From an optimization exercise on the open Yosys and OpenROAD flow, aimed at small area, a short achievable clock period and few clock cycles per item; shortcuts taken in it are not production practice. At most, simulation tests tie the RTL to the original design; equivalence was not proved. Only the layout flow was run in runs 1 to 4 and 6; the RTL was not checked for function there. Power figures rest on the tool's default switching activity, not on a simulated workload.

===== flow/design.v =====
`timescale 1ns/1ps
package cmul_types_pkg;
    localparam int ELEM_W    = 8;    
    localparam int RES_W     = 18;   
    localparam int RES_BYTES = 3;    
    localparam int ADDR_W    = 16;   
    localparam int REG_W     = 16;   
    typedef logic signed [ELEM_W-1:0] elem_t;       
    typedef logic signed [RES_W-1:0]  res_t;        
    typedef logic [ADDR_W-1:0]        addr_t;       
    typedef logic [REG_W-1:0]         reg_t;        
    typedef logic [2:0]               byte_cnt_t;   
endpackage
`timescale 1ns/1ps
package cmul_regmap_pkg;
    typedef enum logic [2:0] {
        OFS_OP1    = 3'd0,   
        OFS_OP2    = 3'd1,   
        OFS_RES    = 3'd2,   
        OFS_NUM_OP = 3'd3,   
        OFS_START  = 3'd4,   
        OFS_STATUS = 3'd5,   
        OFS_STATE  = 3'd6    
    } reg_offset_e;
    localparam int STS_DONE_BIT = 0;
    typedef enum logic [1:0] {
        ST_IDLE   = 2'd0,
        ST_RD_OPS = 2'd1,   
        ST_WORK   = 2'd2,   
        ST_WR_RES = 2'd3    
    } ctrl_state_e;
    localparam int OP_RD_BYTES  = 4;   
    localparam int RES_WR_BYTES = 6;   
    localparam int OP_STRIDE    = 2;   
    localparam int RES_STRIDE   = 6;   
endpackage
`timescale 1ns/1ps
module comp_mult_top
#(
    parameter logic [15:0] APB_BASE = '0   
) (
    input  logic        clk,
    input  logic        rst_n,
    input  logic [15:0] paddr,
    input  logic        pwrite,
    input  logic [15:0] pwdata,
    input  logic        psel,
    output logic        pready,
    output logic [15:0] prdata,
    output logic        pslverr,
    output logic        mem_ce,
    output logic        mem_we,
    output logic [15:0] mem_addr,
    output logic [7:0]  mem_wr_data,
    input  logic [7:0]  mem_rd_data
);
    logic [15:0] ofs_full;
    logic [2:0]  ofs;
    logic        in_range;
    logic        acc_ok;
    logic        wr_en;
    logic [15:0] num;        
    logic        num_nz;     
    logic        busy;       
    logic        done;
    logic        rd_q;       
    assign ofs_full = paddr - APB_BASE;
    assign in_range = (ofs_full[15:3] == 13'd0);
    assign ofs      = ofs_full[2:0];
    always_comb begin
        case (ofs)
            3'd0, 3'd1, 3'd2, 3'd3, 3'd4: acc_ok = pwrite;
            3'd5:                         acc_ok = 1'b1;
            3'd6:                         acc_ok = ~pwrite;
            default:                      acc_ok = 1'b0;
        endcase
    end
    assign wr_en = psel & pwrite & in_range & acc_ok;
    logic [15:0] wdat;
    logic        w_op1, w_op2, w_res, w_num, w_clr;
    always_ff @(posedge clk) begin
        wdat    <= pwdata;
        w_op1   <= wr_en & (ofs == 3'd0);
        w_op2   <= wr_en & (ofs == 3'd1);
        w_res   <= wr_en & (ofs == 3'd2);
        w_clr   <= wr_en & (ofs == 3'd5) & ~pwdata[0];
    end
    always_ff @(posedge clk or negedge rst_n) begin
        if (!rst_n)
            w_num <= 1'b0;
        else
            w_num <= wr_en & (ofs == 3'd3);
    end
    logic go;
    assign go     = wr_en & (ofs == 3'd4) & pwdata[0] & ~busy
                  & (w_num ? (wdat != 16'd0) : num_nz);
    assign pready = 1'b1;
    assign prdata = {15'd0, rd_q};
    always_ff @(posedge clk) begin
        rd_q <= ofs[1] ? busy : (done & ~w_clr);
    end
    logic [4:0]  jc;
    logic [9:0]  s;          
    logic        lastf;      
    logic        f0;         
    logic        fend;
    logic        fin;
    assign s[0] = ~jc[4] & ~jc[0];
    assign s[1] =  jc[0] & ~jc[1];
    assign s[2] =  jc[1] & ~jc[2];
    assign s[3] =  jc[2] & ~jc[3];
    assign s[4] =  jc[3] & ~jc[4];
    assign s[5] =  jc[4] &  jc[0];
    assign s[6] = ~jc[0] &  jc[1];
    assign s[7] = ~jc[1] &  jc[2];
    assign s[8] = ~jc[2] &  jc[3];
    assign s[9] = ~jc[3] &  jc[4];
    assign fend = lastf ? s[6] : s[9];
    assign fin  = busy & lastf & fend;
    logic       o_ce, o_we;
    logic       rd_n;
    logic [5:0] wb_n;
    logic       wr_n;
    assign rd_n = go | (busy & ~lastf & (s[0] | s[1] | s[2] | (s[9] & num_nz)));
    assign wb_n = {6{busy}} & (lastf ? s[5:0] : ({6{~f0}} & s[8:3]));
    assign wr_n = |wb_n;
    always_ff @(posedge clk or negedge rst_n) begin
        if (!rst_n) begin
            o_ce <= 1'b0;
            o_we <= 1'b0;
        end else begin
            o_ce <= rd_n | wr_n;
            o_we <= wr_n;
        end
    end
    assign mem_ce = o_ce;
    assign mem_we = o_we;
    logic [15:0] cur_ptr, nx1_ptr, nx2_ptr;
    logic [15:0] nxt;
    logic        rot;
    assign nxt = cur_ptr + {15'd0, o_ce};
    assign rot = busy & ~lastf & (s[1] | s[3] | (s[9] & num_nz));
    assign mem_addr = cur_ptr;
    always_ff @(posedge clk) begin
        if (w_op1)
            cur_ptr <= wdat;
        else if (busy)
            cur_ptr <= rot ? nx1_ptr : nxt;
        if (w_op2)
            nx1_ptr <= wdat;
        else if (rot)
            nx1_ptr <= nx2_ptr;
        if (w_res)
            nx2_ptr <= wdat;
        else if (rot)
            nx2_ptr <= nxt;
        if (w_num)
            num <= wdat;
        else if (busy & ~lastf & s[3])
            num <= num - 16'd1;
    end
    always_ff @(posedge clk) begin
        if (go) begin
            jc    <= 5'd0;
            f0    <= 1'b1;
            lastf <= 1'b0;
        end else if (f0 & s[3]) begin
            jc    <= 5'b11111;                                      
        end else if (fend) begin
            jc    <= 5'd0;
            f0    <= 1'b0;
            lastf <= ~num_nz;
        end else begin
            jc    <= {jc[3:0], ~jc[4]};
        end
    end
    always_ff @(posedge clk or negedge rst_n) begin
        if (!rst_n) begin
            num_nz  <= 1'b0;
            busy    <= 1'b0;
            done    <= 1'b0;
            pslverr <= 1'b0;
        end else begin
            pslverr <= psel & ~(in_range & acc_ok);
            if (w_num)
                num_nz <= (wdat != 16'd0);
            else if (busy & ~lastf & s[3])
                num_nz <= (num != 16'd1);                           
            if (go)
                busy <= 1'b1;
            else if (fin)
                busy <= 1'b0;
            if (fin)
                done <= 1'b1;
            else if (w_clr)
                done <= 1'b0;
        end
    end
    logic signed [7:0]  opa;    
    logic signed [7:0]  opb;    
    logic signed [7:0]  opc;    
    logic signed [7:0]  opd;    
    logic signed [11:0] prod;   
    logic               p_hi;   
    logic signed [16:0] acc;    
    logic signed [16:0] res;    
    always_ff @(posedge clk) begin
        if (s[1]) opa <= mem_rd_data;
        if (s[2]) opb <= mem_rd_data;
        if (s[3]) opc <= mem_rd_data;
        if (s[4] | (f0 & s[5])) opd <= mem_rd_data;
    end
    logic [7:0] mcand;
    logic [1:0] bneg, bone, btwo;
    logic       acc_en, acc_first;   
    logic       nx_d, nx_hi, nx_neg;
    logic [7:0] nx_src;
    logic [3:0] nx_nib;
    logic       nx_m1;
    logic [2:0] trip0, trip1;
    assign nx_d   = s[6] | s[7] | s[0] | s[1];
    assign nx_hi  = s[5] | s[7] | s[9] | s[1];
    assign nx_neg = s[0] | s[1];
    assign nx_src = (f0 & s[3]) ? mem_rd_data : (nx_d ? opd : opc);   
    assign nx_nib = nx_hi ? nx_src[7:4] : nx_src[3:0];
    assign nx_m1  = nx_hi & nx_src[3];
    assign trip0  = {nx_nib[1:0], nx_m1};
    assign trip1  = nx_nib[3:1];
    always_ff @(posedge clk) begin
        mcand     <= (s[4] | s[5] | s[0] | s[1] | (f0 & s[3])) ? opb : opa;
        bone[0]   <= trip0[1] ^ trip0[0];
        btwo[0]   <= (trip0[2] & ~trip0[1] & ~trip0[0]) | (~trip0[2] & trip0[1] & trip0[0]);
        bneg[0]   <= (trip0[2] & ~(trip0[1] & trip0[0])) ^ nx_neg;
        bone[1]   <= trip1[1] ^ trip1[0];
        btwo[1]   <= (trip1[2] & ~trip1[1] & ~trip1[0]) | (~trip1[2] & trip1[1] & trip1[0]);
        bneg[1]   <= (trip1[2] & ~(trip1[1] & trip1[0])) ^ nx_neg;
        p_hi      <= s[6] | s[8] | s[0] | s[2];
        acc_en    <= ~(s[3] | s[4]);                                
        acc_first <= s[5] | s[9];                                   
    end
    logic [8:0]  pm0, pm1, px0, px1;
    logic [11:0] row0, row1, row2;
    assign pm0  = bone[0] ? {mcand[7], mcand} : (btwo[0] ? {mcand, 1'b0} : 9'd0);
    assign pm1  = bone[1] ? {mcand[7], mcand} : (btwo[1] ? {mcand, 1'b0} : 9'd0);
    assign px0  = pm0 ^ {9{bneg[0]}};
    assign px1  = pm1 ^ {9{bneg[1]}};
    assign row0 = {{3{px0[8]}}, px0};
    assign row1 = {px1[8], px1, 1'b0, bneg[0]};
    assign row2 = {9'd0, bneg[1], 2'b00};
    logic signed [16:0] acc_in;
    logic signed [16:0] p_ext;
    logic signed [16:0] sum;
    assign acc_in = acc_first ? 17'sd0 : acc;
    assign p_ext  = p_hi ? {prod[11], prod, 4'd0} : {{5{prod[11]}}, prod};
    assign sum    = acc_in + p_ext;
    always_ff @(posedge clk) begin
        prod <= row0 + row1 + row2;
        if (acc_en)      acc <= sum;
        if (s[0] | s[6]) res <= acc;
    end
    logic [7:0] wd_q;
    logic [7:0] res_top, acc_top;
    assign res_top = {6'd0, res[16], res[16]};
    assign acc_top = {6'd0, acc[16], acc[16]};
    always_ff @(posedge clk) begin
        if (lastf)
            wd_q <= ({8{s[0]}} & acc[7:0])
                  | ({8{s[1]}} & res[15:8])
                  | ({8{s[2]}} & res_top)
                  | ({8{s[3]}} & sum[7:0])
                  | ({8{s[4]}} & acc[15:8])
                  | ({8{s[5]}} & acc_top);
        else
            wd_q <= ({8{s[3]}} & res[7:0])
                  | ({8{s[4] | s[7]}} & res[15:8])
                  | ({8{s[5] | s[8]}} & res_top)
                  | ({8{s[6]}} & acc[7:0]);
    end
    assign mem_wr_data = wd_q;
endmodule

===== flow/flow/run.sh =====
#!/bin/bash
# standard layout, with plain buffers on the ports
set -euo pipefail
bash standard.sh BUFFER_PORTS_ARGS="-buffer_cell sky130_fd_sc_hd__buf_2" finish > standard.log 2>&1

===== flow/constraint.sdc =====
create_clock -name core_clock -period 6.5 [get_ports {clk}]
set_input_delay 1.3000 -clock core_clock [delete_from_list [all_inputs] [get_ports {clk}]]
set_output_delay 1.3000 -clock core_clock [all_outputs]
set_load 0.01 [all_outputs]

===== flow/standard.sh =====
#!/bin/bash
# synth_recipe.tcl (not shown) runs the flow's synth.tcl, then flattens the netlist and writes it again
# the make line also repeats each setting of config.mk as NAME=value (left out here)
make -C /OpenROAD-flow-scripts/flow DESIGN_CONFIG=/design/flow/config.mk WORK_HOME=/design/flow/orfs CLKGATE_MAP_FILE= SYNTH_SCRIPT=/design/flow/synth_recipe.tcl "${@:-finish}"

===== flow/config.mk =====
export PLATFORM = sky130hd
export DESIGN_NAME = comp_mult_top
export DESIGN_NICKNAME = comp_mult_top
export VERILOG_FILES = /design/flow/design.v
export SDC_FILE = /design/flow/constraint.sdc
export NUM_CORES = 4
export LEC_CHECK = 0
export CAP_MARGIN = 20
export CORE_MARGIN = 2
export CORE_UTILIZATION = 40
export CTS_BUF_LIST = sky130_fd_sc_hd__clkbuf_16
export CTS_CLUSTER_DIAMETER = 150
export CTS_CLUSTER_SIZE = 24
export SETUP_SLACK_MARGIN = 4.15
export SLEW_MARGIN = 20

==> flow_metrics.tcl, run 1 <==
set metrics [dict create \
    status "timing/DRC/antenna clean" \
    dr.pass1.iters 5 \
    core_area_sq_mm 0.0252 \
    io_pins 88 \
    first_iter_violations 553 \
    ctsHoldBuffers 0 \
    rr_worst_depth 10 \
    multi_input_area_sq_mm 0.00497 \
    max_cap_viol_count 0 \
    wirelength_microns 23500 \
    crit_chain "nor2b_4 > ha_4 > fa_2 > a21o_1 > a21oi_2 > o21ai_2 > a31o_2 > a21oi_4 > nor4b_1 > or3_1" \
    timing.final.crit_share_pct 39.5 \
    diodes 0 \
    grt_pass1_vias 6843 \
    cp.arrival_ns 2.78 \
    hold_start "opa[0]" \
    hold_violations 0 \
    rsz0062_at_grt "true" \
    instances_no_fill 1365 \
    cp_num_buf_inv 0 \
    cp-end-kind "flop" \
    r2r_end "acc[14]" \
    die_h_microns 164 \
    cts-root-buf "clkbuf_16" \
    clk_pin_slew_ns 0.09 \
    async_reset_ff_share_pct 3.47 \
    crit_path_max_incr_delay_ns 0.43 \
    crit_type "reg -> reg" \
    htreeDepth 1 \
    dpl_cell_area_sq_mm 0.0110 \
    postLayoutCoreUtil_pct 47.9 \
    grt_max_degree 36 \
    wl_per_cell_microns 17.2 \
    overflow 0 \
    relSlewSlack_pct 27.6 \
    num_vias 7208 \
    cts_buffer_depth 3 \
    timing.setup.tns_ns 0 \
    cts_buffers 12 \
    fill_cells 2253 \
    cts.sinks 202 \
    ys_seq_area_share_pct 52.4 \
    die-area_sq_mm 0.0270 \
    dp_cells 1296 \
    ant_nets 0 \
    synth_edf_count 130 \
    power_density_mw_per_mm2 202 \
    synth_warnings 1 \
    synth.avg_cell_area_sq_um 11.0 \
    cts_tree "done" \
    grt_use_total_pct 17.2 \
    setup.worst_path.start_class "flop" \
    synthToLayoutAreaGrowth_pct 17.5 \
    hold_path_depth 1 \
    crit_path_start "acc[0]" \
    drv_slew 0 \
    regArea_sq_mm 0.00542 \
    grt_pass1_wl_microns 36800 \
    skew_ns 0.0171 \
    hold_path_end "mcand[0]" \
    ir_drop_v 0.000140 \
    r2r_start "acc[0]" \
    portBuffers 71 \
    synth_cell_types 81 \
    max_freq_mhz 390 \
    vias_per_cell 5.28 \
    hold_class "reg -> reg" \
    rows 58 \
    worst_slew_pin_slew_ns 1.08 \
    die_w_microns 164 \
    place.detailed.hpwl_microns 16000 \
    antenna_found_initial 0 \
    nNetsFinal 1115 \
    synth.ff_latch_count 202 \
    drc 0 \
    p_leak_nw 4.40 \
    crit_required_ns 6.72 \
    clkLatencyLatePin_ns 0.47 \
    gp_congestion 0.790 \
    ys.flop_type "edfxtp_1" \
    drive_above_1_share_pct 25.5 \
    synthCells 930 \
    slowest_stage "edfxtp_1" \
    initial_core_util_pct 40.8 \
    cp_top_family "compound AO/OA/AOI/OAI gates" \
    period_needed_ns 2.56 \
    syn_area_sq_mm 0.0103 \
    crit_fanout 3 \
    fin_area_sq_mm 0.0121 \
    setup_violations 0 \
    reg2reg_slack_ns 3.94 \
]
## cell usage after synthesis, drive strengths merged (3+ instances only)
cell	instances	share of area, %
a21oi	50	2.6
a211oi	9	0.83
or3	7	0.43
and3	6	0.37
nand2	108	4.0
xor2	21	1.8
dfrtp	7	1.7
nand3	15	0.73
a221oi	7	0.60
o211ai	7	0.51
o21ai	64	3.1
clkbuf	26	0.95
or4	3	0.26
o21bai	3	0.22
mux2	44	4.8
mux2i	18	1.8
a22oi	18	1.3
nor4	15	1.2
edfxtp	130	38
xnor2	46	3.9
or2	4	0.24
nor2	38	1.4
a31oi	4	0.24
nor3	18	0.88
nor2b	28	1.7
nand4	7	0.49
nand2b	12	0.76
dfxtp	65	13
buf	28	1.9
ha	41	5.0
inv	24	0.88
a21o	11	0.80
## cell usage in the layout, fill, tap and decap left out, types with 8 or more instances in the layout
master and instances:
edfxtp_1 130, mux2_2 32, buf_2 70, nor2_1 37
nand2b_1 9, inv_1 29, mux2_1 10, a21oi_1 39
mux2i_1 18, o21ai_0 47, o21ai_1 14, conb_1 16
clkbuf_16 13, buf_4 49, nor2b_1 21, a21o_1 11
a22oi_1 15, nand3_1 15, ha_1 33, dfxtp_4 10
xor2_1 21, nor4_1 8, a21oi_2 9, nand2_1 106
dfxtp_1 50, nor3_1 14, xnor2_1 43
## through the flow
step	total power, mW	setup slack (ns)	hold slack [ns]
2_1_floorplan	1.59	3.61	0.425
3_3_place_gp	1.66	3.18	0.427
3_5_place_dp	1.66	3.13	0.436
4_1_cts	2.46	3.90	0.464
5_1_grt	2.54	3.79	0.483
6_report	2.44	3.94	0.459
## cell type report
class | instances | area share (%)
well taps | 330 | 3.43
multi-input cells | 663 | 41.2
repair buffers | 125 | 6.55
clock buffers | 13 | 2.70
inverters | 25 | 0.789
clock inverters | 7 | 0.322
flip-flops and latches | 202 | 45.0
## metal layers
metal | global-route usage, % | vias to the layer above | routed length [microns]
met5 | 0 | - | 0
met4 | 3.75 | 0 | 374
met3 | 2.17 | 28 | 748
li1 | - | 3578 | -
met2 | 29.3 | 141 | 11800
met1 | 23.3 | 3461 | 10600
## cells by family (layout without fill, tap and decap cells)
group                      after synthesis  after routing  synth area share [%]
AOI/OAI and AO/OA                      202            202                  12.7
xor gates and xnor gates                67             67                  5.72
adders and majority gates               42             42                  5.19
buffers and inverters                   79            170                  3.72
DFF                                    202            202                  52.4
muxes                                   63             63                  6.80
other                                    2             16                0.0732
and+or+nand+nor                        273            273                  13.4
## where the power goes
part	internal (mW)	switching, mW	leakage (nW)
clock network	0.370	0.412	0.199
logic	0.118	0.122	2.54
registers	1.39	0.0267	1.66
total	1.88	0.561	4.40
## worst max path at each step
stage / endpoint / slack (ns) / cells after the start
after floorplan: o_ce / 3.61 / 5
after global placement: nx1_ptr[9] / 3.18 / 4
after detailed placement: nx1_ptr[9] / 3.13 / 4
after CTS: acc[14] / 3.90 / 10
after global routing: prod[11] / 3.79 / 12
final: acc[14] / 3.94 / 10
## sequential cells by signal (all words and copies together), names as in the netlist, 2 cells and up
| register | cells |
|---|---|
| nx2_ptr | 16 |
| opa | 8 |
| opb | 8 |
| wd_q | 8 |
| nx1_ptr | 16 |
| cur_ptr | 16 |
| num | 16 |
| acc | 17 |
| opd | 8 |
| btwo | 2 |
| prod | 12 |
| bneg | 2 |
| res | 17 |
| bone | 2 |
| opc | 8 |
| wdat | 16 |
| mcand | 8 |
| jc | 5 |
## what timing repair did
action	CTS	global route
buffers inserted	36	12
hold endpoints to repair	0	0
pin swaps	21	16
setup endpoints to repair	115	58
gates cloned	1	0
gates resized for setup	47	38
==> run 2, diff against run 1 <==
--- a/flow/config.mk
+++ b/flow/config.mk
@@ -11,5 +11,5 @@
 export CTS_BUF_LIST = sky130_fd_sc_hd__clkbuf_16
 export CTS_CLUSTER_DIAMETER = 150
 export CTS_CLUSTER_SIZE = 24
-export SETUP_SLACK_MARGIN = 4.15
+export SETUP_SLACK_MARGIN = 4.0
 export SLEW_MARGIN = 20
==> flow_metrics.tcl, run 2 <==
set metrics [dict create \
    reg2reg_slack_ns 3.88 \
    synthAdderAreaFrac_pct 5.19 \
    ant_nets 0 \
    setup_violations 0 \
    clkLatencyLatePin_ns 0.48 \
    final_common_cell "edfxtp_1" \
    drv_slew 0 \
    period_needed_ns 2.62 \
    ctsHoldBuffers 0 \
    multi_input_area_sq_mm 0.00491 \
    cp-end-kind "flop" \
    slowest_stage "dfxtp_4" \
    cts.sinks 202 \
    cts_buffers 12 \
    num_vias 7184 \
    reg_top3 "acc (17), res (17)" \
    ys_seq_area_share_pct 52.4 \
    hold_path_end "mcand[1]" \
    status "timing/DRC/antenna clean" \
    drive_above_1_share_pct 24.0 \
    synth_cell_types 81 \
    setup.worst_path.start_class "flop" \
    fill_cells 2308 \
    die_h_microns 164 \
    synthCells 930 \
    yosys-top-cells-area "edfxtp_1 (38%), dfxtp_1 (13%), ha_1 (5.0%), nand2_1 (4.0%), xnor2_1 (3.9%)" \
    r2r_start "p_hi" \
    rows 58 \
    synth.most_common_cell "edfxtp_1" \
    crit_type "reg -> reg" \
    relSlewSlack_pct 25.9 \
    dr.pass1.iters 4 \
    crit_required_ns 6.72 \
    timing.setup.tns_ns 0 \
    htreeDepth 1 \
    yosysTopAreaCell "edfxtp_1" \
    cts_tree "done" \
    gp_congestion 0.790 \
    core_area_sq_mm 0.0252 \
    grt_use_total_pct 17.4 \
    syn_area_sq_mm 0.0103 \
    synthXorXnorAreaFrac_pct 5.72 \
    hold_start "opa[1]" \
    synth_compound_area_share_pct 12.7 \
    wirelength_microns 23500 \
    worst_slew_pin_slew_ns 1.11 \
    synthTopCellsByCount "edfxtp_1 (130), nand2_1 (108), dfxtp_1 (65)" \
    place.detailed.hpwl_microns 16100 \
    synthMuxAreaShare_pct 6.80 \
    antenna_found_initial 0 \
    power_density_mw_per_mm2 207 \
    regArea_sq_mm 0.00542 \
    cts-root-buf "clkbuf_16" \
    synth_edf_count 130 \
    die_w_microns 164 \
    max_cap_viol_count 0 \
    clk_pin_slew_ns 0.10 \
    timing.final.crit_share_pct 40.3 \
    hold_path_depth 1 \
    synth.ff_latch_count 202 \
    layout_common_cells "edfxtp_1 (130), nand2_1 (106), buf_2 (70)" \
    hold_violations 0 \
    crit_fanout 5 \
    path_common_cell "a21o_1" \
    grt_pass1_vias 7032 \
    cp.arrival_ns 2.84 \
    max_freq_mhz 382 \
    synth_warnings 1 \
    cts_buffer_depth 3 \
    grt_max_degree 36 \
    overflow 0 \
    wl_per_cell_microns 17.5 \
    p_leak_nw 4.27 \
    whs_ns 0.458 \
    initial_core_util_pct 40.8 \
    rr_worst_depth 9 \
    grt_pass1_wl_microns 37100 \
    rsz0062_at_grt "true" \
    nNetsFinal 1099 \
    skew_ns 0.0294 \
    total_power_mw 2.46 \
    io_pins 88 \
    diodes 0 \
    vias_per_cell 5.33 \
    first_iter_violations 509 \
    synth_top_family_by_area "simple AND/OR/NAND/NOR gates" \
    synth.avg_cell_area_sq_um 11.0 \
    synthToLayoutAreaGrowth_pct 15.8 \
    drc 0 \
    cp_num_buf_inv 0 \
    synth_top_area_share_pct 38.0 \
    cp_top_family "compound AO/OA/AOI/OAI gates" \
    ir_drop_v 0.000133 \
    portBuffers 71 \
    r2r_end "acc[14]" \
    die-area_sq_mm 0.0270 \
    crit_path_max_incr_delay_ns 0.39 \
    async_reset_ff_share_pct 3.47 \
    ys.flop_type "edfxtp_1" \
    synth-simple-area-share_pct 13.4 \
    hold_class "reg -> reg" \
    crit_chain "mux2_2 > ha_4 > a21o_1 > a21o_1 > a21o_1 > a31o_2 > a21oi_4 > nor4b_1 > or3_1" \
]
## run 2: changes by cell type in the layout (fill, tap and decap cells not counted), sizes merged
cell	change
buf	-16
clkinv	-1
clkinvlp	+1
## run 2: power by group
part	leakage [nW]	internal, mW	total [mW]	switching (mW)
clock	0.199	0.370	0.791	0.421
sequential	1.66	1.39	1.41	0.0254
combinational	2.41	0.123	0.252	0.129
total	4.27	1.88	2.46	0.575
## run 2: cells by family after synthesis
| logic type | Yosys count |
|---|---|
| fa+ha+maj | 42 |
| flops | 202 |
| buf+inv | 79 |
| mux | 63 |
| xor+xnor | 67 |
| other cells | 2 |
| compound gates | 202 |
| simple gates | 273 |
## run 2: cell type report
type,count,area share [%]
Clock buffer,13,2.74
Clock inverter,7,0.327
Inverter,25,0.822
Multi-Input combinational cell,663,41.3
Sequential cell,202,45.6
Tap cell,330,3.48
Timing Repair Buffer,109,5.67
## run 2: what timing repair did
action                                  in CTS  in global routing
buffers inserted                            24                 10
hold endpoints to repair                     0                  0
pin swaps                                   24                 27
gates resized for setup                     50                 39
endpoints found under the setup margin      88                 68
## run 2: worst reg2reg max path, delay by kind of cell, from the launching register on
kind | cells | cell delay, ns
DFF | 1 | 0.39
muxes | 1 | 0.37
and+or+nand+nor | 2 | 0.41
adders and majority gates | 1 | 0.27
AOI/OAI and AO/OA | 5 | 0.92
## run 2: worst max-delay path by stage
stage | startpoint | endpoint | slack (ns) | cells past startpoint
finish | p_hi | acc[14] | 3.88 | 9
global route | acc[0] | acc[14] | 3.83 | 10
CTS | acc[0] | acc[14] | 3.84 | 10
detailed placement | jc[3] | nx1_ptr[12] | 3.14 | 4
global placement | jc[3] | nx1_ptr[9] | 3.21 | 4
floorplan | paddr[6] | o_ce | 3.61 | 5
## run 2: layer usage
| layer | share of wire [%] | GRT usage [%] | vias up |
|---|---|---|---|
| li1 | - | - | 3535 |
| met5 | 0 | 0 | - |
| met3 | 3.3 | 1.89 | 26 |
| met4 | 1.5 | 3.59 | 0 |
| met2 | 50 | 30.2 | 127 |
| met1 | 46 | 23.5 | 3496 |
## run 2: per-stage QoR
stage | util [%] | instance area, sq um | worst slack (ns) | cells
finish | 47.2 | 11900 | 3.88 | 1349
global route | 47.2 | 11900 | 3.83 | 1349
CTS | 46.2 | 11600 | 3.84 | 1339
detailed placement | 43.3 | 10900 | 3.14 | 1295
global placement | 43.3 | 10900 | 3.21 | 1295
floorplan | - | 10400 | 3.61 | 944
==> run 3, diff against run 2 <==
--- a/flow/design.v
+++ b/flow/design.v
@@ -212,8 +212,8 @@
     end
     logic [7:0] mcand;
     logic [1:0] bneg, bone, btwo;
-    logic       acc_en, acc_first;   
-    logic       nx_d, nx_hi, nx_neg;
+    logic       acc_first;           
+    logic       nx_d, nx_hi, nx_neg, nx_none;
     logic [7:0] nx_src;
     logic [3:0] nx_nib;
     logic       nx_m1;
@@ -224,8 +224,9 @@
     assign nx_src = (f0 & s[3]) ? mem_rd_data : (nx_d ? opd : opc);   
     assign nx_nib = nx_hi ? nx_src[7:4] : nx_src[3:0];
     assign nx_m1  = nx_hi & nx_src[3];
-    assign trip0  = {nx_nib[1:0], nx_m1};
-    assign trip1  = nx_nib[3:1];
+    assign nx_none = (s[2] | s[3]) & ~(f0 & s[3]);
+    assign trip0  = {nx_nib[1:0], nx_m1} & {3{~nx_none}};
+    assign trip1  = nx_nib[3:1] & {3{~nx_none}};
     always_ff @(posedge clk) begin
         mcand     <= (s[4] | s[5] | s[0] | s[1] | (f0 & s[3])) ? opb : opa;
         bone[0]   <= trip0[1] ^ trip0[0];
@@ -235,7 +236,6 @@
         btwo[1]   <= (trip1[2] & ~trip1[1] & ~trip1[0]) | (~trip1[2] & trip1[1] & trip1[0]);
         bneg[1]   <= (trip1[2] & ~(trip1[1] & trip1[0])) ^ nx_neg;
         p_hi      <= s[6] | s[8] | s[0] | s[2];
-        acc_en    <= ~(s[3] | s[4]);                                
         acc_first <= s[5] | s[9];                                   
     end
     logic [8:0]  pm0, pm1, px0, px1;
@@ -255,7 +255,7 @@
     assign sum    = acc_in + p_ext;
     always_ff @(posedge clk) begin
         prod <= row0 + row1 + row2;
-        if (acc_en)      acc <= sum;
+        acc <= sum;
         if (s[0] | s[6]) res <= acc;
     end
     logic [7:0] wd_q;
==> flow_metrics.tcl, run 3 <==
set metrics [dict create \
    synth.avg_cell_area_sq_um 11.1 \
    synth_top_area_share_pct 34.3 \
    grt_max_degree 35 \
    portBuffers 71 \
    htreeDepth 1 \
    synthCells 891 \
    die-area_sq_mm 0.0260 \
    cts.sinks 201 \
    ctsHoldBuffers 0 \
    hold_violations 0 \
    io_pins 88 \
    die_h_microns 161 \
    cts_buffers 12 \
    overflow 0 \
    relSlewSlack_pct 41.3 \
    place_ws_ns 3.29 \
    hold_class "reg -> reg" \
    total_power_mw 2.79 \
    dr.pass1.iters 5 \
    first_iter_violations 459 \
    crit_fanout 7 \
    ys.flop_type "edfxtp_1" \
    place.detailed.hpwl_microns 16000 \
    drive_above_1_share_pct 25.1 \
    yosysTopAreaCell "edfxtp_1" \
    die_w_microns 161 \
    reg_top3 "acc (17), res (17)" \
    period_needed_ns 2.59 \
    grt_pass1_vias 6658 \
    timing.final.crit_share_pct 39.8 \
    crit_required_ns 6.91 \
    rows 57 \
    cts_buffer_depth 3 \
    synth_edf_count 113 \
    ant_nets 0 \
    ir_drop_v 0.000130 \
    worst_slew_pin_slew_ns 0.879 \
    skew_ns 0.0244 \
    diodes 0 \
    core_area_sq_mm 0.0243 \
    nNetsFinal 1065 \
    cp-end-kind "flop" \
    antenna_found_initial 0 \
    syn_area_sq_mm 0.00990 \
    synth.most_common_cell "edfxtp_1" \
    status "timing/DRC/antenna clean" \
    synthTopCellsByCount "edfxtp_1 (113), nand2_1 (87), dfxtp_1 (81)" \
    setup.worst_path.start_class "flop" \
    cp.arrival_ns 3.00 \
    crit_type "reg -> reg" \
    setup_violations 0 \
    cts-root-buf "clkbuf_16" \
    cts_tree "done" \
    initial_core_util_pct 40.7 \
    wirelength_microns 22900 \
    p_leak_nw 4.33 \
    layout_common_cells "edfxtp_1 (113), nand2_1 (86), buf_2 (70)" \
    yosys-top-cells-area "edfxtp_1 (34%), dfxtp_1 (16%), ha_1 (5.2%), mux2_2 (4.8%), xnor2_1 (4.1%)" \
    vias_per_cell 5.22 \
    final_common_cell "edfxtp_1" \
    clkLatencyLatePin_ns 0.47 \
    synth_warnings 1 \
    ys_seq_area_share_pct 52.4 \
    power_density_mw_per_mm2 243 \
    postLayoutCoreUtil_pct 47.2 \
    grt_use_total_pct 17.3 \
    rsz0062_at_grt "true" \
    wl_per_cell_microns 17.5 \
    max_cap_viol_count 0 \
    synth.ff_latch_count 201 \
    timing.setup.tns_ns 0 \
    num_vias 6836 \
    synth_cell_types 70 \
    max_freq_mhz 386 \
    finalWorstSetupSlack_ns 3.91 \
    clk_pin_slew_ns 0.10 \
    async_reset_ff_share_pct 3.48 \
    drc 0 \
    synthToLayoutAreaGrowth_pct 15.9 \
    gp_congestion 0.818 \
    drv_slew 0 \
    fill_cells 2263 \
    grt_pass1_wl_microns 36100 \
]
run 3: cell types whose count changed after synthesis, moves of 5 or more:
| cell | previous run | this run |
|---|---|---|
| mux2_1 | 10 | 0 |
| nand3_1 | 15 | 9 |
| a21oi_1 | 47 | 53 |
| nor2b_1 | 28 | 33 |
| edfxtp_1 | 130 | 113 |
| inv_1 | 23 | 29 |
| mux2_2 | 34 | 42 |
| dfxtp_1 | 65 | 81 |
| or3_1 | 7 | 2 |
| o21ai_1 | 16 | 3 |
| nand2_1 | 108 | 87 |
| mux2i_1 | 18 | 24 |
run 3: layer usage:
metal  vias to the layer above  track usage [%]  share of wire [%]
met5                         -                0                  0
met4                         0             3.57                1.2
met3                        20             2.34                3.9
met2                       131             28.7                 47
met1                      3313             24.4                 48
li1                       3372                -                  -
run 3: timing repair:
action | CTS | global route
endpoints found under the setup margin | 73 | 70
gates resized for setup | 30 | 42
pin swaps | 9 | 18
buffers inserted | 20 | 10
cloned | 0 | 1
hold endpoints to repair | 0 | 0
run 3: worst max-delay path, stage by stage (launching register included):
cell       delay, ns
dfxtp_4         0.42
nor2b_4         0.07
a22oi_2         0.21
xor3_1          0.38
ha_1            0.23
a21o_1          0.19
a21oi_2         0.16
o21bai_2        0.11
a2111oi_4       0.32
o31ai_1         0.13
a21oi_1         0.17
xor2_1          0.15
run 3: path summary, 6_finish.rpt:
| path | from | end | slack [ns] | depth (start not counted) |
|---|---|---|---|---|
| max | bone[0] | prod[11] | 3.91 | 11 |
| min | opb[1] | mcand[1] | 0.48 | 1 |
| max reg2reg | bone[0] | prod[11] | 3.91 | 11 |
| min reg2reg | opb[1] | mcand[1] | 0.48 | 1 |
| max in group asynchronous | rst_n | w_num | 5.68 | 1 |
| min in group asynchronous | rst_n | o_ce | 0.65 | 1 |
run 3: power by group:
| part | leakage (nW) | switching [mW] | internal [mW] | total [mW] |
|---|---|---|---|---|
| Clock | 0.199 | 0.425 | 0.370 | 0.795 |
| Combinational | 2.49 | 0.244 | 0.236 | 0.480 |
| Sequential | 1.65 | 0.0831 | 1.44 | 1.52 |
run 3: cell type report:
type	count	area [sq um]	share of cell area [%]
clock buffer	13	325	2.84
clock inverter	7	38.8	0.338
inverter	29	109	0.949
multi-input combinational	623	4700	40.9
sequential	201	5220	45.5
tap	324	405	3.53
timing repair buffer	112	677	5.90
run 3: cell families (layout without fill, tap and decap cells):
kind of cell | Yosys count | after routing | synth area share, %
simple gates | 237 | 238 | 11.8
flops | 201 | 201 | 52.4
compound gates | 191 | 191 | 12.7
buf+inv | 82 | 161 | 4.03
xor+xnor | 70 | 70 | 6.34
mux | 66 | 66 | 7.20
fa+ha+maj | 42 | 42 | 5.38
other cells | 2 | 16 | 0.0759
run 3: stage by stage:
| stage | instances | hold WS, ns | area [sq um] |
|---|---|---|---|
| floorplan | 905 | 0.422 | 10100 |
| global placement | 1258 | 0.450 | 10600 |
| detailed placement | 1258 | 0.456 | 10600 |
| CTS | 1298 | 0.480 | 11200 |
| global route | 1309 | 0.494 | 11500 |
| finish | 1309 | 0.476 | 11500 |
==> run 4, diff against run 3 <==
--- a/flow/config.mk
+++ b/flow/config.mk
@@ -11,5 +11,5 @@
 export CTS_BUF_LIST = sky130_fd_sc_hd__clkbuf_16
 export CTS_CLUSTER_DIAMETER = 150
 export CTS_CLUSTER_SIZE = 24
-export SETUP_SLACK_MARGIN = 4.0
+export SETUP_SLACK_MARGIN = 4.15
 export SLEW_MARGIN = 20
==> flow_metrics.tcl, run 4 <==
set metrics [dict create \
    worst_slew_pin_slew_ns 0.742 \
    crit_path_max_incr_delay_ns 0.35 \
    synth.avg_cell_area_sq_um 11.1 \
    cts_buffer_depth 3 \
    vias_per_cell 5.23 \
    crit_type "reg -> reg" \
    crit_fanout 5 \
    timing.final.crit_share_pct 38.7 \
    status "timing/DRC/antenna clean" \
    cp.arrival_ns 2.89 \
    slowest_stage "dfxtp_2" \
    rows 57 \
    initial_core_util_pct 40.7 \
    drv_slew 0 \
    hold_class "reg -> reg" \
    p_leak_nw 4.53 \
    period_needed_ns 2.51 \
    final_common_cell "edfxtp_1" \
    crit_chain "nor2b_4 > a22oi_2 > xnor2_1 > ha_1 > ha_4 > a21o_1 > a21oi_2 > o21bai_2 > a2111oi_4 > o31ai_2 > a21oi_2 > xor2_1" \
    cts-root-buf "clkbuf_16" \
    reg_top3 "acc (17), res (17)" \
    rsz0062_at_grt "true" \
    max_freq_mhz 398 \
    relSlewSlack_pct 50.6 \
    setup.worst_path.start_class "flop" \
    cts_buffers 12 \
    wirelength_microns 22800 \
    clkLatencyLatePin_ns 0.47 \
    dr.pass1.iters 5 \
    synth_warnings 1 \
    grt_max_degree 35 \
    diodes 0 \
    ys.flop_type "edfxtp_1" \
    path_common_cell "a21oi_2" \
    synthCells 891 \
    cts.sinks 201 \
    synth_cell_types 70 \
    grt_pass1_wl_microns 36500 \
    wl_per_cell_microns 16.9 \
    total_power_mw 2.82 \
    grt_pass1_vias 7045 \
    synth_top_area_share_pct 34.3 \
    portBuffers 71 \
    synthTopCellsByCount "edfxtp_1 (113), nand2_1 (87), dfxtp_1 (81)" \
    synth.most_common_cell "edfxtp_1" \
    ant_nets 0 \
    gp_congestion 0.798 \
    overflow 0 \
    hold_violations 0 \
    cp-end-kind "flop" \
    syn_area_sq_mm 0.00990 \
    max_cap_viol_count 0 \
    num_vias 7063 \
    multi_input_area_sq_mm 0.00486 \
    fin_area_sq_mm 0.0120 \
    io_pins 88 \
    synth.ff_latch_count 201 \
    ys_seq_area_share_pct 52.4 \
    yosysTopAreaCell "edfxtp_1" \
    clk_pin_slew_ns 0.10 \
    cts_tree "done" \
    fill_cells 2161 \
    htreeDepth 1 \
    grt_use_total_pct 17.3 \
    dpl_cell_area_sq_mm 0.0106 \
    layout_common_cells "edfxtp_1 (113), nand2_1 (84), buf_4 (76)" \
    core_area_sq_mm 0.0243 \
    regArea_sq_mm 0.00523 \
    place.detailed.hpwl_microns 15200 \
    async_reset_ff_share_pct 3.48 \
    yosys-top-cells-area "edfxtp_1 (34%), dfxtp_1 (16%), ha_1 (5.2%), mux2_2 (4.8%), xnor2_1 (4.1%)" \
    ctsHoldBuffers 0 \
    antenna_found_initial 0 \
    drc 0 \
    postLayoutCoreUtil_pct 49.3 \
    skew_ns 0.0258 \
    die_w_microns 161 \
    crit_required_ns 6.88 \
    setup_violations 0 \
    power_density_mw_per_mm2 235 \
    ir_drop_v 0.000154 \
    nNetsFinal 1106 \
    synth_edf_count 113 \
    die-area_sq_mm 0.0260 \
    synthToLayoutAreaGrowth_pct 21.1 \
    first_iter_violations 503 \
    die_h_microns 161 \
    drive_above_1_share_pct 31.4 \
    timing.setup.tns_ns 0 \
]
## run 4: cell counts after synthesis
No cell type changed its count.
## run 4: repair_timing
item,in CTS,in global routing
buffers inserted,47,26
pin swaps,31,30
gates resized for setup,54,52
endpoints found under the setup margin,128,66
gates cloned,1,0
## run 4: cell type report
| cell class | instances | share of cell area, % |
|---|---|---|
| clock inverters | 7 | 0.323 |
| clock buffers | 13 | 2.71 |
| multi-input cells | 623 | 40.6 |
| repair buffers | 153 | 8.41 |
| well taps | 324 | 3.38 |
| inverters | 29 | 0.970 |
| flip-flops and latches | 201 | 43.7 |
## run 4: cells by family after synthesis
kind of cell	count (synthesis)	synth area share, %
simple gates	237	11.8
fa+ha+maj	42	5.38
other cells	2	0.0759
compound gates	191	12.7
mux	66	7.20
flops	201	52.4
buf+inv	82	4.03
xor+xnor	70	6.34
## run 4: worst paths after layout
| kind | start | to | slack, ns | cells past startpoint |
|---|---|---|---|---|
| setup / recovery | btwo[0] | prod[11] | 3.99 | 12 |
| hold / removal | acc[8] | res[8] | 0.47 | 0 |
| setup reg to reg | btwo[0] | prod[11] | 3.99 | 12 |
| hold reg to reg | acc[8] | res[8] | 0.47 | 0 |
| max in group asynchronous | rst_n | done | 5.69 | 1 |
| min in group asynchronous | rst_n | busy | 0.64 | 1 |
## run 4: report_power, final
group / switching, mW / leakage [nW] / total [mW] / internal (mW)
Clock: 0.419 / 0.199 / 0.789 / 0.370
Combinational: 0.259 / 2.68 / 0.509 / 0.250
Sequential: 0.0852 / 1.65 / 1.52 / 1.43
Total: 0.763 / 4.53 / 2.82 / 2.06
## run 4: through the flow
stage / instances / setup WS, ns / hold slack [ns]
global placement: 1256 / 3.44 / 0.453
CTS: 1324 / 3.78 / 0.478
global route: 1350 / 3.84 / 0.487
detailed placement: 1256 / 3.42 / 0.460
floorplan: 905 / 3.76 / 0.422
finish: 1350 / 3.99 / 0.475
## run 4: worst max-delay path, delay by kind of cell, from the launching register on
kind	cells	cell delay (ns)
fa+ha+maj	2	0.53
flops	1	0.35
compound gates	7	1.06
simple gates	1	0.22
xor+xnor	2	0.28
## run 4: metal layers
metal | global-route usage (%) | up-vias | share of wire (%)
met4 | 3.25 | 0 | 1.3
met1 | 23.8 | 3444 | 47
met3 | 1.95 | 24 | 3.2
li1 | - | 3458 | -
met5 | 0 | - | 0
met2 | 29.8 | 137 | 48
==> run 5, diff against run 4 <==
--- a/flow/design.v
+++ b/flow/design.v
@@ -247,14 +247,48 @@
     assign row0 = {{3{px0[8]}}, px0};
     assign row1 = {px1[8], px1, 1'b0, bneg[0]};
     assign row2 = {9'd0, bneg[1], 2'b00};
+    logic [11:0] ca, cb, psum;
+    assign ca = row0 ^ row1 ^ row2;
+    assign cb = {(row0[10:0] & row1[10:0]) | (row0[10:0] & row2[10:0]) | (row1[10:0] & row2[10:0]), 1'b0};
+    always_comb begin
+        logic [11:0] g, p, gn, pn;
+        g = ca & cb;
+        p = ca ^ cb;
+        for (int d = 1; d < 12; d = d * 2) begin
+            gn = g;
+            pn = p;
+            for (int i = d; i < 12; i++) begin
+                gn[i] = g[i] | (p[i] & g[i-d]);
+                pn[i] = p[i] & p[i-d];
+            end
+            g = gn;
+            p = pn;
+        end
+        psum = ca ^ cb ^ {g[10:0], 1'b0};
+    end
     logic signed [16:0] acc_in;
     logic signed [16:0] p_ext;
     logic signed [16:0] sum;
     assign acc_in = acc_first ? 17'sd0 : acc;
     assign p_ext  = p_hi ? {prod[11], prod, 4'd0} : {{5{prod[11]}}, prod};
-    assign sum    = acc_in + p_ext;
-    always_ff @(posedge clk) begin
-        prod <= row0 + row1 + row2;
+    always_comb begin
+        logic [16:0] g, p, gn, pn;
+        g = acc_in & p_ext;
+        p = acc_in ^ p_ext;
+        for (int d = 1; d < 17; d = d * 2) begin
+            gn = g;
+            pn = p;
+            for (int i = d; i < 17; i++) begin
+                gn[i] = g[i] | (p[i] & g[i-d]);
+                pn[i] = p[i] & p[i-d];
+            end
+            g = gn;
+            p = pn;
+        end
+        sum = acc_in ^ p_ext ^ {g[15:0], 1'b0};
+    end
+    always_ff @(posedge clk) begin
+        prod <= psum;
         acc <= sum;
         if (s[0] | s[6]) res <= acc;
     end
--- a/flow/config.mk
+++ b/flow/config.mk
@@ -11,5 +11,5 @@
 export CTS_BUF_LIST = sky130_fd_sc_hd__clkbuf_16
 export CTS_CLUSTER_DIAMETER = 150
 export CTS_CLUSTER_SIZE = 24
-export SETUP_SLACK_MARGIN = 4.15
+export SETUP_SLACK_MARGIN = 4.0
 export SLEW_MARGIN = 20
==> flow_metrics.tcl, run 5 <==
set metrics [dict create \
    ys_seq_area_share_pct 51.2 \
    reg2reg_slack_ns 3.98 \
    grt_max_degree 36 \
    final_common_cell "edfxtp_1" \
    synth_warnings 1 \
    crit_chain "buf_6 > nand3b_1 > a211oi_4 > mux2_4 > ha_4 > a21o_1 > a21oi_4 > o211ai_1 > a31o_2 > a21oi_2 > xor2_1" \
    max_freq_mhz 396 \
    io_pins 88 \
    drive_above_1_share_pct 22.4 \
    num_vias 6998 \
    diodes 0 \
    fill_cells 2352 \
    htreeDepth 1 \
    grt_use_total_pct 17.1 \
    cp-end-kind "flop" \
    crit_required_ns 6.89 \
    crit_path_start "bone[0]" \
    rsz0062_at_grt "true" \
    grt_busiest_layer "met2" \
    grt_use_met3_pct 2.03 \
    synth.ff_latch_count 201 \
    postLayoutCoreUtil_pct 45.9 \
    crit_type "reg -> reg" \
    async_reset_ff_share_pct 3.48 \
    place.detailed.hpwl_microns 15900 \
    place_ws_ns 3.25 \
    ant_nets 0 \
    vias_per_cell 5.31 \
    wl_per_cell_microns 17.4 \
    status "timing/DRC/antenna clean" \
    hold_path_depth 1 \
    cts_buffer_depth 3 \
    seq_power_share_pct 54.0 \
    layout_common_cells "edfxtp_1 (113), nand2_1 (89), buf_2 (71)" \
    timing.setup.tns_ns 0 \
    synthToLayoutAreaGrowth_pct 13.4 \
    hold_class "reg -> reg" \
    initial_core_util_pct 40.5 \
    slowest_stage "dfxtp_4" \
    hold_violations 0 \
    max_cap_viol_count 0 \
    first_iter_violations 581 \
    p_leak_nw 4.20 \
    timing.final.crit_share_pct 38.8 \
    grt_pass1_vias 6811 \
    skew_ns 0.0198 \
    setup.worst_path.start_class "flop" \
    die-area_sq_mm 0.0266 \
    drv_slew 0 \
    cts_buffers 12 \
    rows 58 \
    clk_pin_slew_ns 0.09 \
    die_h_microns 163 \
    portBuffers 71 \
    cts_tree "done" \
    cp.arrival_ns 2.91 \
    synth_cell_types 78 \
    synthCells 912 \
    rr_worst_depth 11 \
    yosysTopAreaCell "edfxtp_1" \
    swShare_pct 27.3 \
    hold_path_end "mcand[4]" \
    finalWorstSetupSlack_ns 3.98 \
    drc 0 \
    reg_top3 "acc (17), res (17)" \
    synth.avg_cell_area_sq_um 11.1 \
    switchingPower_uw 767 \
    synth.most_common_cell "edfxtp_1" \
    clkLatencyLatePin_ns 0.48 \
    grt_use_met1_pct 23.4 \
    power_density_mw_per_mm2 245 \
    gp_congestion 0.820 \
    grtUsageMet2_pct 29.4 \
    p_int_mw 2.04 \
    hold_start "opa[4]" \
    r2r_start "bone[0]" \
    worst_slew_pin_slew_ns 0.965 \
    setup_violations 0 \
    grt_pass1_wl_microns 36200 \
    relSlewSlack_pct 35.3 \
    dr.pass1.iters 6 \
    synth_edf_count 113 \
    nNetsFinal 1069 \
    cts.sinks 201 \
    core_area_sq_mm 0.0250 \
    p_comb_share_pct 18.0 \
    ys.flop_type "edfxtp_1" \
    crit_path_max_incr_delay_ns 0.38 \
    wirelength_microns 23000 \
    synthTopCellsByCount "edfxtp_1 (113), nand2_1 (89), dfxtp_1 (81)" \
    crit_fanout 6 \
    cts-root-buf "clkbuf_16" \
    synth_top_area_share_pct 33.5 \
    period_needed_ns 2.52 \
    yosys-top-cells-area "edfxtp_1 (34%), dfxtp_1 (16%), mux2_2 (5.2%), ha_1 (5.1%), xnor2_1 (4.2%)" \
    antenna_found_initial 1 \
    overflow 0 \
    die_w_microns 163 \
    ir_drop_v 0.000150 \
    r2r_end "prod[11]" \
    clock_power_share_pct 28.0 \
    syn_area_sq_mm 0.0101 \
]
[run 5: changes by cell type after synthesis, sizes merged, moves of 5 or more]
cell	change
nor3	+6
o21ai	+7
a311oi	+5
a21oi	-8
mux2	+9
clkbuf	+5
and2	+6
inv	-11
[run 5: power by group through the flow]
stage / registers (mW) / logic (mW) / clock network (mW)
after floorplan: 1.52 / 0.355 / 0
after global placement: 1.55 / 0.463 / 0
after detailed placement: 1.55 / 0.469 / 0
after CTS: 1.52 / 0.498 / 0.813
after global routing: 1.53 / 0.568 / 0.858
final: 1.52 / 0.507 / 0.786
[run 5: what timing repair did]
action                     CTS  global route
setup endpoints to repair   69            30
hold buffers                 0             0
setup buffers               17             3
pin swaps                    7            12
gates resized for setup     44            18
[run 5: worst max-delay path: cells and delay by family, from the launching register on]
| kind | cells | cell delay, ns |
|---|---|---|
| AOI/OAI and AO/OA | 6 | 1.10 |
| DFF | 1 | 0.38 |
| adders and majority gates | 1 | 0.22 |
| muxes | 1 | 0.21 |
| xor gates and xnor gates | 1 | 0.20 |
| and+or+nand+nor | 1 | 0.19 |
| buffers and inverters | 1 | 0.13 |
[run 5: routing by layer]
metal,wire length [microns],vias to the layer above
li1,-,3464
met1,10600,3342
met2,11000,172
met3,1060,20
met4,265,0
met5,0,-
[run 5: logic make-up (layout without fill, tap and decap cells)]
group | count (synthesis) | count (layout) | synth area share (%)
mux | 74 | 74 | 8.07
compound gates | 196 | 196 | 12.9
flops | 201 | 201 | 51.2
buf+inv | 74 | 137 | 3.57
other cells | 2 | 16 | 0.0741
simple gates | 255 | 255 | 12.9
xor+xnor | 68 | 68 | 5.95
fa+ha+maj | 42 | 42 | 5.26
[run 5: how the worst max path moves through the flow]
stage	to	slack [ns]	depth (start not counted)
floorplan	o_ce	3.98	7
global placement	nx1_ptr[7]	3.30	4
detailed placement	nx2_ptr[7]	3.25	4
CTS	prod[11]	4.00	11
global route	prod[11]	3.87	12
finish	prod[11]	3.98	11
[run 5: stage by stage]
stage | power [mW] | instance area, sq um | hold slack [ns] | instances
CTS | 2.83 | 11400 | 0.445 | 1316
floorplan | 1.87 | 10300 | 0.408 | 926
detailed placement | 2.02 | 10800 | 0.435 | 1279
global placement | 2.01 | 10800 | 0.429 | 1279
global route | 2.95 | 11500 | 0.442 | 1319
finish | 2.81 | 11500 | 0.440 | 1319
[run 5: final cells by class]
class	instances	area, sq um	share of cell area, %
Sequential cell	201	5230	45.5
Multi-Input combinational cell	651	4820	42.0
Timing Repair Buffer	99	593	5.16
Tap cell	330	413	3.59
Clock buffer	13	325	2.83
Inverter	18	67.6	0.588
Clock inverter	7	38.8	0.338
Testbench counts of run 5, summed over its fixed seeds: cycles 22,492, items 2,070.
==> run 6, diff against run 5 <==
--- a/flow/design.v
+++ b/flow/design.v
@@ -200,8 +200,8 @@
     logic signed [7:0]  opb;    
     logic signed [7:0]  opc;    
     logic signed [7:0]  opd;    
-    logic signed [11:0] prod;   
-    logic               p_hi;   
+    logic signed [15:0] prod;   
+    logic               b_hi;   
     logic signed [16:0] acc;    
     logic signed [16:0] res;    
     always_ff @(posedge clk) begin
@@ -235,7 +235,7 @@
         bone[1]   <= trip1[1] ^ trip1[0];
         btwo[1]   <= (trip1[2] & ~trip1[1] & ~trip1[0]) | (~trip1[2] & trip1[1] & trip1[0]);
         bneg[1]   <= (trip1[2] & ~(trip1[1] & trip1[0])) ^ nx_neg;
-        p_hi      <= s[6] | s[8] | s[0] | s[2];
+        b_hi      <= nx_hi;
         acc_first <= s[5] | s[9];                                   
     end
     logic [8:0]  pm0, pm1, px0, px1;
@@ -270,7 +270,7 @@
     logic signed [16:0] p_ext;
     logic signed [16:0] sum;
     assign acc_in = acc_first ? 17'sd0 : acc;
-    assign p_ext  = p_hi ? {prod[11], prod, 4'd0} : {{5{prod[11]}}, prod};
+    assign p_ext  = {prod[15], prod};
     always_comb begin
         logic [16:0] g, p, gn, pn;
         g = acc_in & p_ext;
@@ -288,7 +288,7 @@
         sum = acc_in ^ p_ext ^ {g[15:0], 1'b0};
     end
     always_ff @(posedge clk) begin
-        prod <= psum;
+        prod <= b_hi ? {psum, 4'd0} : {{4{psum[11]}}, psum};
         acc <= sum;
         if (s[0] | s[6]) res <= acc;
     end
==> flow_metrics.tcl, run 6 <==
set metrics [dict create \
    synthToLayoutAreaGrowth_pct 14.1 \
    first_iter_violations 555 \
    period_needed_ns 2.80 \
    postLayoutCoreUtil_pct 46.5 \
    reg2reg_slack_ns 3.70 \
    yosysTopAreaCell "edfxtp_1" \
    regArea_sq_mm 0.00530 \
    synthTopCellsByCount "edfxtp_1 (113), nand2_1 (86), dfxtp_1 (85)" \
    vias_per_cell 5.28 \
    hold_violations 0 \
    cts_buffers 12 \
    timing.final.crit_share_pct 43.1 \
    place_ws_ns 2.99 \
    clk_pin_slew_ns 0.09 \
    path_common_cell "o211ai_1" \
    clock_power_share_pct 10.7 \
    ant_nets 0 \
    rr_worst_depth 12 \
    instances_no_fill 1348 \
    cts-root-buf "clkbuf_16" \
    max_freq_mhz 357 \
    grt_use_total_pct 17.3 \
    cp.arrival_ns 3.20 \
    die_w_microns 164 \
    wirelength_microns 23400 \
    num_vias 7115 \
    multi_input_area_sq_mm 0.00496 \
    synth_edf_count 113 \
    grt_pass1_vias 6941 \
    antenna_found_initial 1 \
    worst_slew_pin_slew_ns 1.02 \
    wl_per_cell_microns 17.3 \
    seq_power_share_pct 28.6 \
    dp_cells 1299 \
    power_density_mw_per_mm2 628 \
    crit_chain "nor2b_4 > a22oi_2 > xnor2_1 > ha_1 > ha_4 > inv_4 > or3_1 > mux2i_2 > buf_4 > o211ai_1 > a211o_1 > o211ai_1" \
    synth.most_common_cell "edfxtp_1" \
    die_h_microns 164 \
    cts_buffer_depth 3 \
    yosys-top-cells-area "edfxtp_1 (33%), dfxtp_1 (17%), ha_1 (5.0%), mux2_2 (4.8%), xnor2_1 (4.0%)" \
    layout_common_cells "edfxtp_1 (113), nand2_1 (86), dfxtp_1 (74)" \
    reg_top3 "acc (17), res (17)" \
    ir_drop_v 0.000631 \
    dr.pass1.iters 5 \
    hold_path_end "mcand[0]" \
    final_common_cell "edfxtp_1" \
    grt_pass1_wl_microns 36900 \
    portBuffers 71 \
    setup.worst_path.start_class "flop" \
    ys.flop_type "edfxtp_1" \
    async_reset_ff_share_pct 3.41 \
    timing.setup.tns_ns 0 \
    io_pins 88 \
    finalWorstSetupSlack_ns 3.70 \
    ctsHoldBuffers 0 \
    crit_required_ns 6.89 \
    rows 58 \
    r2r_end "prod[14]" \
    relSlewSlack_pct 32.0 \
    core_area_sq_mm 0.0253 \
    cts.sinks 205 \
    synth_cell_types 79 \
    place.detailed.hpwl_microns 16500 \
    p_int_mw 4.29 \
    synth_top_area_share_pct 33.0 \
    gp_congestion 0.801 \
    htreeDepth 1 \
    hold_start "opb[0]" \
    initial_core_util_pct 40.8 \
    ys_seq_area_share_pct 51.2 \
    setup_violations 0 \
    synth.avg_cell_area_sq_um 11.0 \
    slowest_stage "or3_1" \
    skew_ns 0.0150 \
    p_comb_share_pct 60.7 \
    cp-end-kind "flop" \
    clkLatencyLatePin_ns 0.47 \
    p_leak_nw 4.21 \
    switchingPower_mw 3.08 \
    syn_area_sq_mm 0.0103 \
    crit_path_max_incr_delay_ns 0.37 \
    crit_type "reg -> reg" \
    synthCells 935 \
    max_cap_viol_count 0 \
    drc 0 \
    rsz0062_at_grt "true" \
    swShare_pct 41.8 \
    hold_path_depth 1 \
    status "timing/DRC/antenna clean" \
    synth_warnings 1 \
    nNetsFinal 1097 \
    drv_slew 0 \
    crit_fanout 6 \
    grt_max_degree 36 \
    fill_cells 2343 \
    hold_class "reg -> reg" \
    synth.ff_latch_count 205 \
    drive_above_1_share_pct 23.4 \
    overflow 0 \
    die-area_sq_mm 0.0270 \
    cts_tree "done" \
    r2r_start "btwo[1]" \
]
## run 6: cell types whose count changed in the layout (fill, tap and decap cells not counted), moves of 6 or more
cell / change
dfxtp_1: +7
buf_4: +6
a21oi_1: -6
o21ai_1: -12
nand3_1: +8
## run 6: critical path, delay by kind of cell (launching register included)
family / cells / cell delay (ns)
AOI/OAI and AO/OA: 4 / 0.59
xor gates and xnor gates: 1 / 0.14
adders and majority gates: 2 / 0.63
buffers and inverters: 2 / 0.19
DFF: 1 / 0.36
muxes: 1 / 0.20
and+or+nand+nor: 2 / 0.60
## run 6: final cells by class
type,instances,area share (%)
multi-input combinational,665,42.3
clock buffer,13,2.77
tap,330,3.52
clock inverter,7,0.330
antenna,1,0.0213
inverter,25,0.842
timing repair buffer,102,5.07
sequential,205,45.2
## run 6: power groups by stage
stage / clock network [mW] / registers, mW / logic [mW]
2_1_floorplan: 0 / 1.96 / 3.19
3_3_place_gp: 0 / 2.15 / 3.80
3_5_place_dp: 0 / 2.15 / 3.82
4_1_cts: 0.813 / 2.11 / 4.28
5_1_grt: 0.863 / 2.16 / 4.99
6_report: 0.788 / 2.11 / 4.47
## run 6: stage by stage
stage	total power, mW	cell area [sq um]	hold slack [ns]
floorplan	5.15	10500	0.422
global placement	5.95	11000	0.449
detailed placement	5.97	11000	0.460
CTS	7.20	11600	0.477
global route	8.01	11700	0.480
finish	7.37	11700	0.477
## run 6: worst max-delay path by stage
stage                        from         end  cells after the start  slack (ns)
final                     btwo[1]    prod[14]                     12        3.70
after global routing      btwo[1]    prod[14]                     11        3.53
after CTS                 btwo[1]    prod[14]                     12        3.71
after detailed placement    jc[0]  nx2_ptr[5]                      4        2.99
after global placement      jc[0]  nx1_ptr[6]                      4        3.05
after floorplan           bone[1]    prod[14]                     12        3.79
## run 6: per-layer routing
metal | GRT usage (%) | routed length (microns) | vias up
met5 | 0 | 0 | -
met4 | 3.79 | 331 | 0
met3 | 2.03 | 933 | 24
met2 | 29.1 | 11300 | 132
met1 | 23.9 | 10800 | 3401
li1 | - | - | 3558
## run 6: what timing repair did
action                                  CTS  global route
endpoints found under the setup margin   89            18
gates resized for setup                  42            22
pin swaps                                13             8
setup buffers                            22             6
endpoints found under the hold margin     0             0
## run 6: cell families (layout without fill, tap and decap cells)
kind of cell / count (synthesis) / count (layout) / share of synthesized area (%)
DFF: 205 / 205 / 51.2
muxes: 71 / 71 / 7.70
adders and majority gates: 42 / 42 / 5.18
AOI/OAI and AO/OA: 194 / 194 / 12.7
and+or+nand+nor: 278 / 278 / 14.0
xor gates and xnor gates: 64 / 64 / 5.45
other: 2 / 17 / 0.0730
buffers and inverters: 79 / 147 / 3.73
==> run 7, diff against run 6 <==
--- a/flow/design.v
+++ b/flow/design.v
@@ -137,14 +137,14 @@
     assign mem_we = o_we;
     logic [15:0] cur_ptr, nx1_ptr, nx2_ptr;
     logic [15:0] nxt;
-    logic        rot;
-    assign nxt = cur_ptr + {15'd0, o_ce};
-    assign rot = busy & ~lastf & (s[1] | s[3] | (s[9] & num_nz));
+    logic        rot;    
+    assign nxt = cur_ptr + {15'd0, o_ce};   
     assign mem_addr = cur_ptr;
     always_ff @(posedge clk) begin
+        rot <= busy & ~lastf & (s[0] | s[2] | (s[8] & num_nz));   
         if (w_op1)
             cur_ptr <= wdat;
-        else if (busy)
+        else
             cur_ptr <= rot ? nx1_ptr : nxt;
         if (w_op2)
             nx1_ptr <= wdat;
@@ -200,8 +200,8 @@
     logic signed [7:0]  opb;    
     logic signed [7:0]  opc;    
     logic signed [7:0]  opd;    
-    logic signed [15:0] prod;   
-    logic               b_hi;   
+    logic signed [11:0] prod;   
+    logic               p_hi;   
     logic signed [16:0] acc;    
     logic signed [16:0] res;    
     always_ff @(posedge clk) begin
@@ -235,7 +235,7 @@
         bone[1]   <= trip1[1] ^ trip1[0];
         btwo[1]   <= (trip1[2] & ~trip1[1] & ~trip1[0]) | (~trip1[2] & trip1[1] & trip1[0]);
         bneg[1]   <= (trip1[2] & ~(trip1[1] & trip1[0])) ^ nx_neg;
-        b_hi      <= nx_hi;
+        p_hi      <= s[6] | s[8] | s[0] | s[2];
         acc_first <= s[5] | s[9];                                   
     end
     logic [8:0]  pm0, pm1, px0, px1;
@@ -270,7 +270,7 @@
     logic signed [16:0] p_ext;
     logic signed [16:0] sum;
     assign acc_in = acc_first ? 17'sd0 : acc;
-    assign p_ext  = {prod[15], prod};
+    assign p_ext  = p_hi ? {prod[11], prod, 4'd0} : {{5{prod[11]}}, prod};
     always_comb begin
         logic [16:0] g, p, gn, pn;
         g = acc_in & p_ext;
@@ -288,7 +288,7 @@
         sum = acc_in ^ p_ext ^ {g[15:0], 1'b0};
     end
     always_ff @(posedge clk) begin
-        prod <= b_hi ? {psum, 4'd0} : {{4{psum[11]}}, psum};
+        prod <= psum;
         acc <= sum;
         if (s[0] | s[6]) res <= acc;
     end
--- a/flow/config.mk
+++ b/flow/config.mk
@@ -11,5 +11,5 @@
 export CTS_BUF_LIST = sky130_fd_sc_hd__clkbuf_16
 export CTS_CLUSTER_DIAMETER = 150
 export CTS_CLUSTER_SIZE = 24
-export SETUP_SLACK_MARGIN = 4.0
+export SETUP_SLACK_MARGIN = 4.2
 export SLEW_MARGIN = 20
==> flow_metrics.tcl, run 7 <==
set metrics [dict create \
    vias_per_cell 5.32 \
    timing.final.crit_share_pct 38.1 \
    skew_ns 0.0282 \
    cp_num_buf_inv 2 \
    drc 0 \
    initial_core_util_pct 40.9 \
    grt_use_met1_pct 23.2 \
    ir_drop_v 0.000463 \
    antenna_found_initial 0 \
    wl_per_cell_microns 17.4 \
    p_leak_nw 4.50 \
    yosys-top-cells-area "edfxtp_1 (29%), dfxtp_1 (20%), mux2_2 (5.5%), ha_1 (5.1%), xnor2_1 (4.3%)" \
    crit_type "in -> reg" \
    synthTopCellsByCount "dfxtp_1 (98), edfxtp_1 (97), nand2_1 (88)" \
    synth_top_area_share_pct 29.1 \
    grtUsageMet2_pct 30.6 \
    grt_pass1_vias 6779 \
    async_reset_ff_share_pct 3.47 \
    hold_violations 0 \
    cts-root-buf "clkbuf_16" \
    setup.worst_path.start_class "input port" \
    synth.avg_cell_area_sq_um 10.9 \
    synthCells 918 \
    crit_path_max_incr_delay_ns 0.53 \
    hold_class "reg -> reg" \
    p_int_mw 4.18 \
    place.detailed.hpwl_microns 15900 \
    cts.sinks 202 \
    grt_use_total_pct 17.3 \
    synth_edf_count 97 \
    synthToLayoutAreaGrowth_pct 18.0 \
    crit_required_ns 6.90 \
    htreeDepth 1 \
    nNetsFinal 1102 \
    final_common_cell "edfxtp_1" \
    swShare_pct 40.7 \
    cts_buffer_depth 3 \
    synth.ff_latch_count 202 \
    syn_area_sq_mm 0.0100 \
    num_vias 7160 \
    relSlewSlack_pct 27.5 \
    die_h_microns 162 \
    dpl_cell_area_sq_mm 0.0107 \
    hold_path_end "mcand[7]" \
    cp.arrival_ns 2.88 \
    power_density_mw_per_mm2 597 \
    grt_use_met3_pct 1.86 \
    worst_slew_pin_slew_ns 1.09 \
    drv_slew 0 \
    period_needed_ns 2.48 \
    status "timing/DRC/antenna clean" \
    fin_area_sq_mm 0.0118 \
    layout_common_cells "edfxtp_1 (97), nand2_1 (88), buf_2 (69)" \
    ant_nets 0 \
    first_iter_violations 421 \
    grt_pass1_wl_microns 36400 \
    hold_path_depth 1 \
    die_w_microns 162 \
    grt_max_degree 37 \
    r2r_start "btwo[0]" \
    cts_buffers 12 \
    cp-end-kind "flop" \
    overflow 0 \
    drive_above_1_share_pct 29.6 \
    rows 57 \
    seq_power_share_pct 29.7 \
    core_area_sq_mm 0.0245 \
    synth_cell_types 73 \
    max_freq_mhz 404 \
    setup_violations 0 \
    ys_seq_area_share_pct 50.5 \
    timing.setup.tns_ns 0 \
    ys.flop_type "dfxtp_1" \
    ctsHoldBuffers 0 \
    p_comb_share_pct 59.0 \
    slowest_stage "or4_4" \
    r2r_end "prod[10]" \
    dr.pass1.iters 5 \
    cts_tree "done" \
    total_power_mw 7.05 \
    diodes 0 \
    hold_start "opa[7]" \
    crit_chain "buf_6 > or4_4 > nor4_4 > nand4_4 > a2111oi_4 > buf_4 > a211o_1" \
    grt_busiest_layer "met2" \
    io_pins 88 \
    synth_warnings 1 \
    cp_top_family "simple AND/OR/NAND/NOR gates" \
    die-area_sq_mm 0.0263 \
    clk_pin_slew_ns 0.10 \
    crit_fanout 5 \
    whs_ns 0.478 \
    clkLatencyLatePin_ns 0.48 \
    reg2reg_slack_ns 4.10 \
    gp_congestion 0.788 \
    wirelength_microns 23400 \
    clock_power_share_pct 11.3 \
    max_cap_viol_count 0 \
    portBuffers 71 \
    switchingPower_mw 2.87 \
    yosysTopAreaCell "edfxtp_1" \
    rr_worst_depth 11 \
    synth.most_common_cell "dfxtp_1" \
    rsz0062_at_grt "true" \
    reg_top3 "acc (17), res (17)" \
]
run 7: changes by cell type after synthesis, sizes merged, moves of 5 or more:
cell | previous run | this run
o21ai | 50 | 59
dfxtp | 85 | 98
inv | 25 | 17
a211oi | 4 | 11
nor2b | 26 | 31
edfxtp | 113 | 97
nor2 | 45 | 33
nand3 | 19 | 13
a21oi | 42 | 48
nand2b | 6 | 13
run 7: stage by stage:
stage / util (%) / cells / worst slack, ns
3_5_place_dp: 43.7 / 1275 / 3.36
6_report: 48.3 / 1346 / 4.02
5_1_grt: 48.3 / 1346 / 3.93
4_1_cts: 46.9 / 1323 / 3.91
2_1_floorplan: - / 932 / 3.66
3_3_place_gp: 43.7 / 1275 / 3.37
run 7: area by class of cell:
class | count | area, sq um
inverter | 18 | 75.1
multi-input combinational | 656 | 5030
clock inverter | 7 | 38.8
sequential | 202 | 5140
timing repair buffer | 126 | 797
clock buffer | 13 | 325
fill | 2212 | 12700
tap | 324 | 405
run 7: worst max path at each step:
stage | start | cells past startpoint | slack, ns | end
after floorplan | paddr[6] | 5 | 3.66 | o_ce
after global placement | paddr[6] | 6 | 3.37 | jc[4]
after detailed placement | paddr[6] | 6 | 3.36 | lastf
after CTS | paddr[6] | 7 | 3.91 | o_ce
after global routing | btwo[0] | 11 | 3.93 | prod[11]
final | paddr[6] | 7 | 4.02 | o_ce
run 7: power by group through the flow:
| stage | combinational [mW] | clock, mW | sequential (mW) |
|---|---|---|---|
| finish | 4.16 | 0.797 | 2.09 |
| floorplan | 2.98 | 0 | 1.92 |
| detailed placement | 3.50 | 0 | 2.12 |
| global placement | 3.48 | 0 | 2.12 |
| global route | 4.61 | 0.865 | 2.14 |
| CTS | 3.88 | 0.825 | 2.09 |
run 7: cell families (layout without fill, tap and decap cells):
family                   count (synthesis)  count (layout)  synth area share (%)
flip-flops                             202             202                  50.5
other                                    2              16                0.0750
AO/OA/AOI/OAI                          199             199                  13.1
buffers and inverters                   74             164                  3.68
AND/OR/NAND/NOR                        259             259                  13.5
XOR/XNOR                                69              69                  6.04
multiplexers                            71              71                  7.88
adder cells (fa/ha/maj)                 42              42                  5.33
run 7: what timing repair did:
action	in CTS	in global routing
setup endpoints to repair	63	51
buffers inserted	27	23
pin swaps	20	16
gates cloned	1	0
gates resized for setup	75	41
run 7: metal layers:
metal / share of wire, % / vias to the layer above
met2: 50 / 120
li1: - / 3515
met5: 0 / -
met3: 3.1 / 24
met4: 1.2 / 0
met1: 45 / 3501
Testbench counts of run 7, summed over its fixed seeds: cycles 22,492, items 2,070.

Check on run 7: ideal ports give 4.024 ns setup slack; a clkbuf_16 on the clock port and buf_2 on the inputs give 4.035 ns; moving port delays by the midpoint clock arrival (0.516 ns) as well gives 3.520 ns.
